Source: an optimization exercise on an open RTL-to-GDS flow (aim: small area). Production flows keep margins and buffers that such runs may drop.
At most, simulation tests tie the RTL to the original design; equivalence was not proved.
No activity file was given, so power comes from the tool's default toggle rates. The clock port is modelled as an ideal driver; clocking choices that lean on that would not hold on a real chip.

// double_ended_queue_unit
module double_ended_queue_unit #(
  parameter int DEPTH = 16
) (
  input  logic         clk,
  input  logic         rst_n,
  input  logic         in_tvalid,
  output logic         in_tready,
  input  logic [39:0]  in_tdata,
  input  logic [2:0]   in_tuser,
  output logic         out_tvalid,
  input  logic         out_tready,
  output logic [103:0] out_tdata
);
Size in the first run: roughly 630 flip-flops, about 150 I/O pins, ~15000 sq um of cells after synthesis.
Settings: LEC_CHECK=0, CAP_MARGIN=0, CORE_MARGIN=2, CORE_UTILIZATION=55, CTS_BUF_LIST=sky130_fd_sc_hd__clkbuf_16, CTS_CLUSTER_DIAMETER=90, CTS_CLUSTER_SIZE=36, PLACE_DENSITY=0.7, SLEW_MARGIN=0; clock period 5.0 ns.
standard.sh (not shown) runs the stock make flow with config.mk's settings and CLKGATE_MAP_FILE= SYNTH_SCRIPT=/design/flow/synth_recipe.tcl, a recipe that flattens the netlist after the stock synthesis.
==> flow/flow/run.sh <==
#!/bin/bash
# Standard layout, with the port buffers made of the smallest buffer cell.
set -euo pipefail
export BUFFER_PORTS_ARGS="-buffer_cell sky130_fd_sc_hd__buf_1"
bash standard.sh > flow.log 2>&1
Edit:
- CAP_MARGIN: 0 -> 20
- CORE_UTILIZATION: 55 -> 40
- PLACE_DENSITY: 0.7 -> not set
- SLEW_MARGIN: 0 -> 20
Result:
- The new run finished clean
- via count is lower by 0.58%
- sequential share of layout area is lower by 1.2 points
- worst setup slack gets worse by 0.0033 ns
- clock power is higher by about 5%
- cell count is higher by 10%
- register-to-register slack gets worse by 0.16 ns
- routed wire length is higher by 1.3%
- worst hold slack gets better by 0.0040 ns
- area after synthesis stays the same
Edit:
- CORE_UTILIZATION: 40 -> 55
- PLACE_DENSITY: not set -> 0.7
Sequential power hardly moves. Synthesized cell count stays the same. Total power went down by about 1.5%. Area after synthesis is unchanged.
Edit:
- CORE_UTILIZATION: 55 -> 40
- CTS_CLUSTER_DIAMETER: 90 -> 80
- CTS_CLUSTER_SIZE: 36 -> 30
- PLACE_DENSITY: 0.7 -> not set
After rerunning: The changed run completed without violations; routed wire length climbs by a few percent; area after synthesis is unchanged; clock skew climbs by 0.0047 ns; setup slack got worse by 0.017 ns; cell area climbs by a few percent; global-route usage drops by 3.5 points; clock power climbs by a quarter to a third.
No functional check of the RTL was part of any run of this note.

---

## v3
double_ended_queue_unit, a different RTL version from the one above (not shown whole).
Size in the first run: about 910 cells after synthesis, about 620 flip-flops, roughly 150 I/O pins, about 15,000 µm² of cells after synthesis.
export LEC_CHECK = 0
export CAP_MARGIN = 20
export CORE_MARGIN = 2
export CORE_UTILIZATION = 55
export CTS_BUF_LIST = sky130_fd_sc_hd__clkbuf_16
export CTS_CLUSTER_DIAMETER = 90
export CTS_CLUSTER_SIZE = 36
export PLACE_DENSITY = 0.7
export SLEW_MARGIN = 20
create_clock -name core_clock -period 5.0 [get_ports {clk}]
Scripts as last shown in full above: flow/flow/run.sh
[inputs] v53 vs v3
Settings: CORE_UTILIZATION now 40, was 55; PLACE_DENSITY no longer set, was 0.7.
## What came out
- Going from v3 to v53, power density normalized to cell area picked up an extra 0.59%; hold slack lost 0.021 ns; global-route usage lost 3.2 points; row count picked up an extra about 18%.
- Between v3 and v53, the flow reports die boundary width increasing by more than 10%.
Here is what was changed in the inputs of v2 compared with v53.
Settings: CTS_CLUSTER_SIZE: 36 -> 20; CTS_BUF_LIST: sky130_fd_sc_hd__clkbuf_16 -> sky130_fd_sc_hd__clkbuf_8; CTS_CLUSTER_DIAMETER: 90 -> 60.
==> flow/run.sh (new file) <==
#!/bin/bash
# synth_recipe.tcl (not shown) runs the flow's synth.tcl, then flattens the netlist and writes it again
# the make line also repeats each setting of config.mk as NAME=value (left out here)
make -C /OpenROAD-flow-scripts/flow DESIGN_CONFIG=/design/flow/config.mk WORK_HOME=/design/flow/orfs CLKGATE_MAP_FILE= SYNTH_SCRIPT=/design/flow/synth_recipe.tcl finish
removed: flow/flow/run.sh
removed: flow/standard.sh
Findings:
Both conditions hold for v2: the flow ran to the end and the final layout passed the timing, design-rule and antenna checks. v53 vs v2, standard cell with the maximum stage delay on the critical path: sky130_fd_sc_hd__o21ai_0 vs sky130_fd_sc_hd__o31ai_4. Comparing v53 against v2, there is no change at all in share of the synthesized area in compound gates (AO/OA/AOI/OAI). Compared with v53, maximum clock frequency in v2 decreased slightly. Cmp v2 and v53 / met3 usage in global routing / higher: v2. Of v2 and v53, the higher total internal power belongs to v2.
### v2 -> v46
Settings: a change of CTS_CLUSTER_SIZE from 20 to 36; a change of CTS_BUF_LIST from sky130_fd_sc_hd__clkbuf_8 to sky130_fd_sc_hd__clkbuf_16.
==> results.txt <==
- v2 → v46: final critical delay including setup and external delays went up; total power grew by 13%; fraction of final layout cells sized beyond drive strength 1 saw an increase.
- Compared with v2, v46 ends up with more cell area.
- In the flow results for v46 and v2, the net switching power is larger on v46.
- Wire length of the first global-routing pass (higher): v2
Inputs modified between v46 and v10:
Settings: CTS_CLUSTER_SIZE now 30, was 36; CTS_CLUSTER_DIAMETER now 80, was 60.
==> flow/flow/run.sh (new file) <==
#!/bin/bash
# Standard layout, with the port buffers made of the smallest buffer cell.
set -euo pipefail
export BUFFER_PORTS_ARGS="-buffer_cell sky130_fd_sc_hd__buf_1"
bash standard.sh > flow.log 2>&1
==> flow/standard.sh (new file) <==
#!/bin/bash
# synth_recipe.tcl (not shown) runs the flow's synth.tcl, then flattens the netlist and writes it again
# the make line also repeats each setting of config.mk as NAME=value (left out here)
make -C /OpenROAD-flow-scripts/flow DESIGN_CONFIG=/design/flow/config.mk WORK_HOME=/design/flow/orfs CLKGATE_MAP_FILE= SYNTH_SCRIPT=/design/flow/synth_recipe.tcl "${@:-finish}"
removed: flow/run.sh
- Between v10 and v46, total wire length after detailed routing is lower for v10, v46 comes in above that.
- Taking v46 as 1.0, v10 lands at 0.70 on number of CTS-inserted buffers.
- Final critical delay including setup and external delays: higher on v46
- Cmp v10 and v46 / area growth from synthesis to layout / lower: v10
- When v10 is measured against v46, its total routing resource utilization after global routing turns out 0.53 points lower.
- [v10] share of the cycle needed by the critical path after routing fell 1.8 points relative to v46
- First-iteration DRC count, v10 vs v46: up by a few percent
- Worst hold-check slack in v10 is 0.0070 ns above v46.
- On v10: top achievable clock speed is 2.5% higher than what v46 gave.
- As far as area of the placeable core is concerned, v46 and v10 perform about the same.
[inputs] v28 vs v10
Settings: CTS_BUF_LIST changed from sky130_fd_sc_hd__clkbuf_16 to sky130_fd_sc_hd__clkbuf_8; CTS_CLUSTER_DIAMETER changed from 80 to 60; CTS_CLUSTER_SIZE changed from 30 to 20.
## What came out
Post-layout instance area across v10 and v28: no real change. [v28 vs v10] proportion of power drawn by the clock network: lower in v28. Of v28 and v10, it is v28 that has the lower smallest hold slack. Setup slack essentially unchanged between v10 and v28. The run showing the greater count of clock-buffer cells in the layout is v28. After detailed routing, v10 needs less wire than v28. Compare v10 and v28 | arrival time at the worst endpoint higher: v28.

---

Setup of try-delta:
Another version of the RTL of double_ended_queue_unit (not shown whole).
For scale: about 630 flip-flops, about 150 I/O pins.
==> flow/design.v (excerpt) <==
module double_ended_queue_unit #(
  parameter int DEPTH = 16
) (
  input  logic         clk,
  input  logic         rst_n,
  input  logic         in_tvalid,
  output logic         in_tready,
  input  logic [39:0]  in_tdata,
  input  logic [2:0]   in_tuser,
  output logic         out_tvalid,
  input  logic         out_tready,
  output logic [103:0] out_tdata
);
export LEC_CHECK = 0
export CAP_MARGIN = 20
export CORE_MARGIN = 2
export CORE_UTILIZATION = 58
export PLACE_DENSITY = 0.7
export SLEW_MARGIN = 20
create_clock -name core_clock -period 5.0 [get_ports {clk}]
==> flow/flow/run.sh <==
#!/bin/bash
# The standard layout, with three changes to how it is made:
#  - synthesis maps the logic with an area-oriented ABC script (strash; dch;
#    amap) in place of ORFS's delay-oriented one; every other synthesis step,
#    and so every register, is the standard synthesis's;
#  - the port buffers are the smallest buffer cell;
#  - clock tree synthesis inserts no dummy loads.
set -euo pipefail
export BUFFER_PORTS_ARGS="-buffer_cell sky130_fd_sc_hd__buf_1"
export CTS_ARGS="-sink_clustering_enable -repair_clock_nets -sink_clustering_size 36 -sink_clustering_max_diameter 90 -buf_list sky130_fd_sc_hd__clkbuf_16 -root_buf sky130_fd_sc_hd__clkbuf_4 -tree_buf sky130_fd_sc_hd__clkbuf_8 -dont_use_dummy_load"

# ORFS's scripts, with the ABC script that synthesis uses replaced.
mkdir -p synth_scripts
cp -r "$FLOW_HOME/scripts/." synth_scripts/
cp flow/abc_area_map.script synth_scripts/abc_speed.script

SCRIPTS_DIR="$PWD/synth_scripts" bash standard.sh synth > synth.log 2>&1
bash standard.sh > flow.log 2>&1
==> flow/flow/abc_area_map.script <==
strash
dch
amap
Changes in try-maple relative to try-delta:
- PLACE_DENSITY changed from 0.7 to 0.8
diff --git a/flow/flow/run.sh b/flow/flow/run.sh
--- a/flow/flow/run.sh
+++ b/flow/flow/run.sh
@@ -10 +10 @@
-export CTS_ARGS="-sink_clustering_enable -repair_clock_nets -sink_clustering_size 36 -sink_clustering_max_diameter 90 -buf_list sky130_fd_sc_hd__clkbuf_16 -root_buf sky130_fd_sc_hd__clkbuf_4 -tree_buf sky130_fd_sc_hd__clkbuf_8 -dont_use_dummy_load"
+export CTS_ARGS="-sink_clustering_enable -repair_clock_nets -sink_clustering_size 36 -sink_clustering_max_diameter 90 -buf_list sky130_fd_sc_hd__clkbuf_16 -dont_use_dummy_load"
Notes after the runs:
Total power up 0.00012 W in try-maple wrt try-delta. try-maple ended with less minimum clock period after layout than try-delta. try-maple vs. try-delta: final area held steady, final cell count lost 5, transition time at the pin with the least slew margin has increased, non-clock buffer count lost 1.4%.
The inputs of try-umber differ from those of try-maple as listed below.
- putting CTS_BUF_LIST at sky130_fd_sc_hd__clkbuf_16 where nothing was set
- swapping 58 for 55 in CORE_UTILIZATION
- putting CTS_CLUSTER_SIZE at 36 where nothing was set
- swapping 0.8 for 0.7 in PLACE_DENSITY
- putting CTS_CLUSTER_DIAMETER at 90 where nothing was set
==> flow/flow/run.sh <==
#!/bin/bash
# Standard layout, with the port buffers made of the smallest buffer cell
# and clock tree synthesis without dummy loads.
set -euo pipefail
export BUFFER_PORTS_ARGS="-buffer_cell sky130_fd_sc_hd__buf_1"
export CTS_ARGS="-sink_clustering_enable -repair_clock_nets -sink_clustering_size 36 -sink_clustering_max_diameter 90 -buf_list sky130_fd_sc_hd__clkbuf_16 -dont_use_dummy_load"
bash standard.sh > flow.log 2>&1
removed: flow/flow/abc_area_map.script
### Flow results
- When try-umber is measured against try-maple, its worst setup slack turns out 0.15 ns higher.
- In the reports for try-maple and try-umber, the smaller part of the Yosys area used for sequential elements belongs to try-umber.
- Summary — vias after detailed routing, try-umber relative to try-maple: higher, by about 1.7%.
- Compare try-maple and try-umber | number of detailed-routing iterations run before antenna repair higher: try-maple
- Overall routing resource usage: try-umber < try-maple
- For share of total power in combinational logic, try-maple and try-umber come out practically identical.
- After synthesis and placement, the instance count of try-umber is above that of try-maple.
- [compare] base=try-maple new=try-umber: fill cell instance count of the final layout saw an increase, non-clock buffer total of the final layout climbed 2.
diff inputs: try-umber => try-harbor
- CTS_CLUSTER_SIZE: 36 -> unset
- CORE_UTILIZATION: 55 -> 58
- CTS_CLUSTER_DIAMETER: 90 -> unset
- CTS_BUF_LIST: sky130_fd_sc_hd__clkbuf_16 -> unset
==> flow/flow/run.sh <==
#!/bin/bash
# The standard layout, with three changes to how it is made:
#  - synthesis maps the logic with an area-oriented ABC script (strash; dch;
#    amap) in place of ORFS's delay-oriented one; every other synthesis step,
#    and so every register, is the standard synthesis's;
#  - the port buffers are the smallest buffer cell;
#  - clock tree synthesis inserts no dummy loads.
set -euo pipefail
export BUFFER_PORTS_ARGS="-buffer_cell sky130_fd_sc_hd__buf_1"
export CTS_ARGS="-sink_clustering_enable -repair_clock_nets -sink_clustering_size 36 -sink_clustering_max_diameter 90 -buf_list sky130_fd_sc_hd__clkbuf_16 -root_buf sky130_fd_sc_hd__clkbuf_2 -tree_buf sky130_fd_sc_hd__clkbuf_4 -dont_use_dummy_load"

# ORFS's scripts, with the ABC script that synthesis uses replaced.
mkdir -p synth_scripts
cp -r "$FLOW_HOME/scripts/." synth_scripts/
cp flow/abc_area_map.script synth_scripts/abc_speed.script

SCRIPTS_DIR="$PWD/synth_scripts" bash standard.sh synth > synth.log 2>&1
bash standard.sh > flow.log 2>&1
==> flow/flow/abc_area_map.script (new file) <==
strash
dch
amap
==> comparison <==
- The flow did not stop early for try-harbor: all stages ran, and the layout cleared the timing, design-rule and antenna checks.
- Post-DP HPWL of try-harbor falls short of that of try-umber by a few percent.
- Starting density of the core up 3.0 points in try-harbor wrt try-umber
- Worst hold slack on try-harbor is down relative to try-umber.
- Looking at time the final worst path needs with I/O delays and setup, try-harbor sits above try-umber.
- try-umber → try-harbor: count of inverters not on the clock network in the layout moved up, sequential share of layout area now larger, setup slack shrank by 0.62 ns.
- Going from try-umber to try-harbor, largest stage delay on the critical path shrank by 0.13 ns; fraction of met1 tracks used by global routing saw little to no change; floorplan die area saw a decrease; cell area after synthesis has decreased.
Here is what was changed in the inputs of try-zinc compared with try-harbor.
- CORE_UTILIZATION changed from 58 to 55
- CTS_CLUSTER_SIZE newly set to 18
- CTS_BUF_LIST newly set to sky130_fd_sc_hd__clkbuf_8
- CTS_CLUSTER_DIAMETER newly set to 50
==> flow/flow/run.sh <==
#!/bin/bash
# Standard layout, with the port buffers made of the smallest buffer cell.
set -euo pipefail
export BUFFER_PORTS_ARGS="-buffer_cell sky130_fd_sc_hd__buf_1"
bash standard.sh > flow.log 2>&1
removed: flow/flow/abc_area_map.script
==> comparison <==
Taking try-harbor as the reference, in try-zinc first-pass GRT wire length up 2600 um; cell count up 64; sequential portion of the cell area down 2.9 points.
try-zinc vs try-harbor: net count of the finished layout up
Compared with try-harbor, in try-zinc floorplan die height now larger; global placer's final weighted congestion now larger.
Every run (try-zinc and try-harbor) finished clean.
Input-level comparison between try-nickel and try-zinc:
- clearing CTS_BUF_LIST, which used to be sky130_fd_sc_hd__clkbuf_8
- clearing CTS_CLUSTER_SIZE, which used to be 18
- swapping 55 for 50 in CORE_UTILIZATION
- clearing CTS_CLUSTER_DIAMETER, which used to be 50
==> flow/flow/run.sh <==
#!/bin/bash
# The standard layout, with three changes to how it is made:
#  - synthesis maps the logic with an area-oriented ABC script (strash; dch;
#    amap) in place of ORFS's delay-oriented one; every other synthesis step,
#    and so every register, is the standard synthesis's;
#  - the port buffers are the smallest buffer cell;
#  - clock tree synthesis inserts no dummy loads.
set -euo pipefail
export BUFFER_PORTS_ARGS="-buffer_cell sky130_fd_sc_hd__buf_1"
export CTS_ARGS="-sink_clustering_enable -repair_clock_nets -sink_clustering_size 36 -sink_clustering_max_diameter 90 -buf_list sky130_fd_sc_hd__clkbuf_16 -dont_use_dummy_load"

# ORFS's scripts, with the ABC script that synthesis uses replaced.
mkdir -p synth_scripts
cp -r "$FLOW_HOME/scripts/." synth_scripts/
cp flow/abc_area_map.script synth_scripts/abc_speed.script

SCRIPTS_DIR="$PWD/synth_scripts" bash standard.sh synth > synth.log 2>&1
bash standard.sh > flow.log 2>&1
==> flow/flow/abc_area_map.script (new file) <==
strash
dch
amap
NOTE: power density of the placed cells in try-nickel falls short of that of try-zinc
Summary of try-nickel over try-zinc: routed via count now smaller, total power moved down, longest individual stage delay on the worst path decreased 0.14 ns.
Compared try-nickel against try-zinc; share of synthesized cell area in full adder, half adder and majority cells within noise.
Both conditions hold for try-nickel: the flow ran to the end and the final layout passed the timing, design-rule and antenna checks.
Going from try-zinc to try-nickel, reg-to-reg setup timing slack shrinks by 0.38 ns.
Compared with try-zinc, in try-nickel post-place setup slack now smaller; number of antenna violations at the first check in global routing now larger.

==> separate check: timing with driven ports <==
The results above use ideal ports. As a check the final layouts listed here were re-extracted and re-timed, cells and wires unchanged. Step 1: set_driving_cell puts a clkbuf_16 on clk and a buf_2 on each other input, an assumption about the parent block. Step 2 times the ports against the registers' clock, not the clock port: input delays grow and output delays shrink by t, the midpoint of the rising clock arrivals with the driver on. Slacks: ideal / step 1 / step 2; pairs: ideal / step 1.
| run | t, ns | slack for setup (ns) | worst hold slack (ns) |
|---|---|---|---|
| the first run of note 1 | 0.585 | 1.871 / 1.821 / 1.849 | 0.324 / 0.324 / 0.324 |
| the second run of note 1 | 0.591 | 1.868 / 1.818 / 1.693 | 0.328 / 0.328 / 0.328 |
| the third run of note 1 | 0.585 | 1.871 / 1.821 / 1.849 | 0.324 / 0.324 / 0.324 |
| the fourth run of note 1 | 0.622 | 1.855 / 1.802 / 1.740 | 0.314 / 0.314 / 0.314 |
| v3 | 0.583 | 1.022 / 1.022 / 0.843 | 0.327 / 0.327 / 0.327 |
| v53 | 0.585 | 1.310 / 1.310 / 0.871 | 0.306 / 0.306 / 0.306 |
| v2 | 0.611 | 1.238 / 1.259 / 0.647 | 0.314 / 0.314 / 0.314 |
| v46 | 0.574 | 1.211 / 1.238 / 0.665 | 0.315 / 0.315 / 0.315 |
| v10 | 0.610 | 1.303 / 1.303 / 0.849 | 0.322 / 0.322 / 0.322 |
| v28 | 0.620 | 1.301 / 1.301 / 0.858 | 0.312 / 0.312 / 0.312 |
| try-delta | 0.771 | 1.574 / 1.532 / 1.479 | 0.287 / 0.287 / 0.287 |
| try-maple | 0.561 | 1.853 / 1.808 / 1.497 | 0.271 / 0.271 / 0.271 |
| try-umber | 0.571 | 2.003 / 1.956 / 1.781 | 0.303 / 0.303 / 0.303 |
| try-harbor | 0.969 | 1.383 / 1.344 / 1.460 | 0.248 / 0.248 / 0.248 |
| try-zinc | 0.596 | 1.966 / 1.924 / 1.760 | 0.320 / 0.320 / 0.320 |
| try-nickel | 0.562 | 1.844 / 1.798 / 1.576 | 0.279 / 0.279 / 0.279 |
After both steps every run listed still meets setup and hold. The setup slack of v2, which loses most, moves by +0.021 ns with the drivers and by -0.591 ns with both steps.
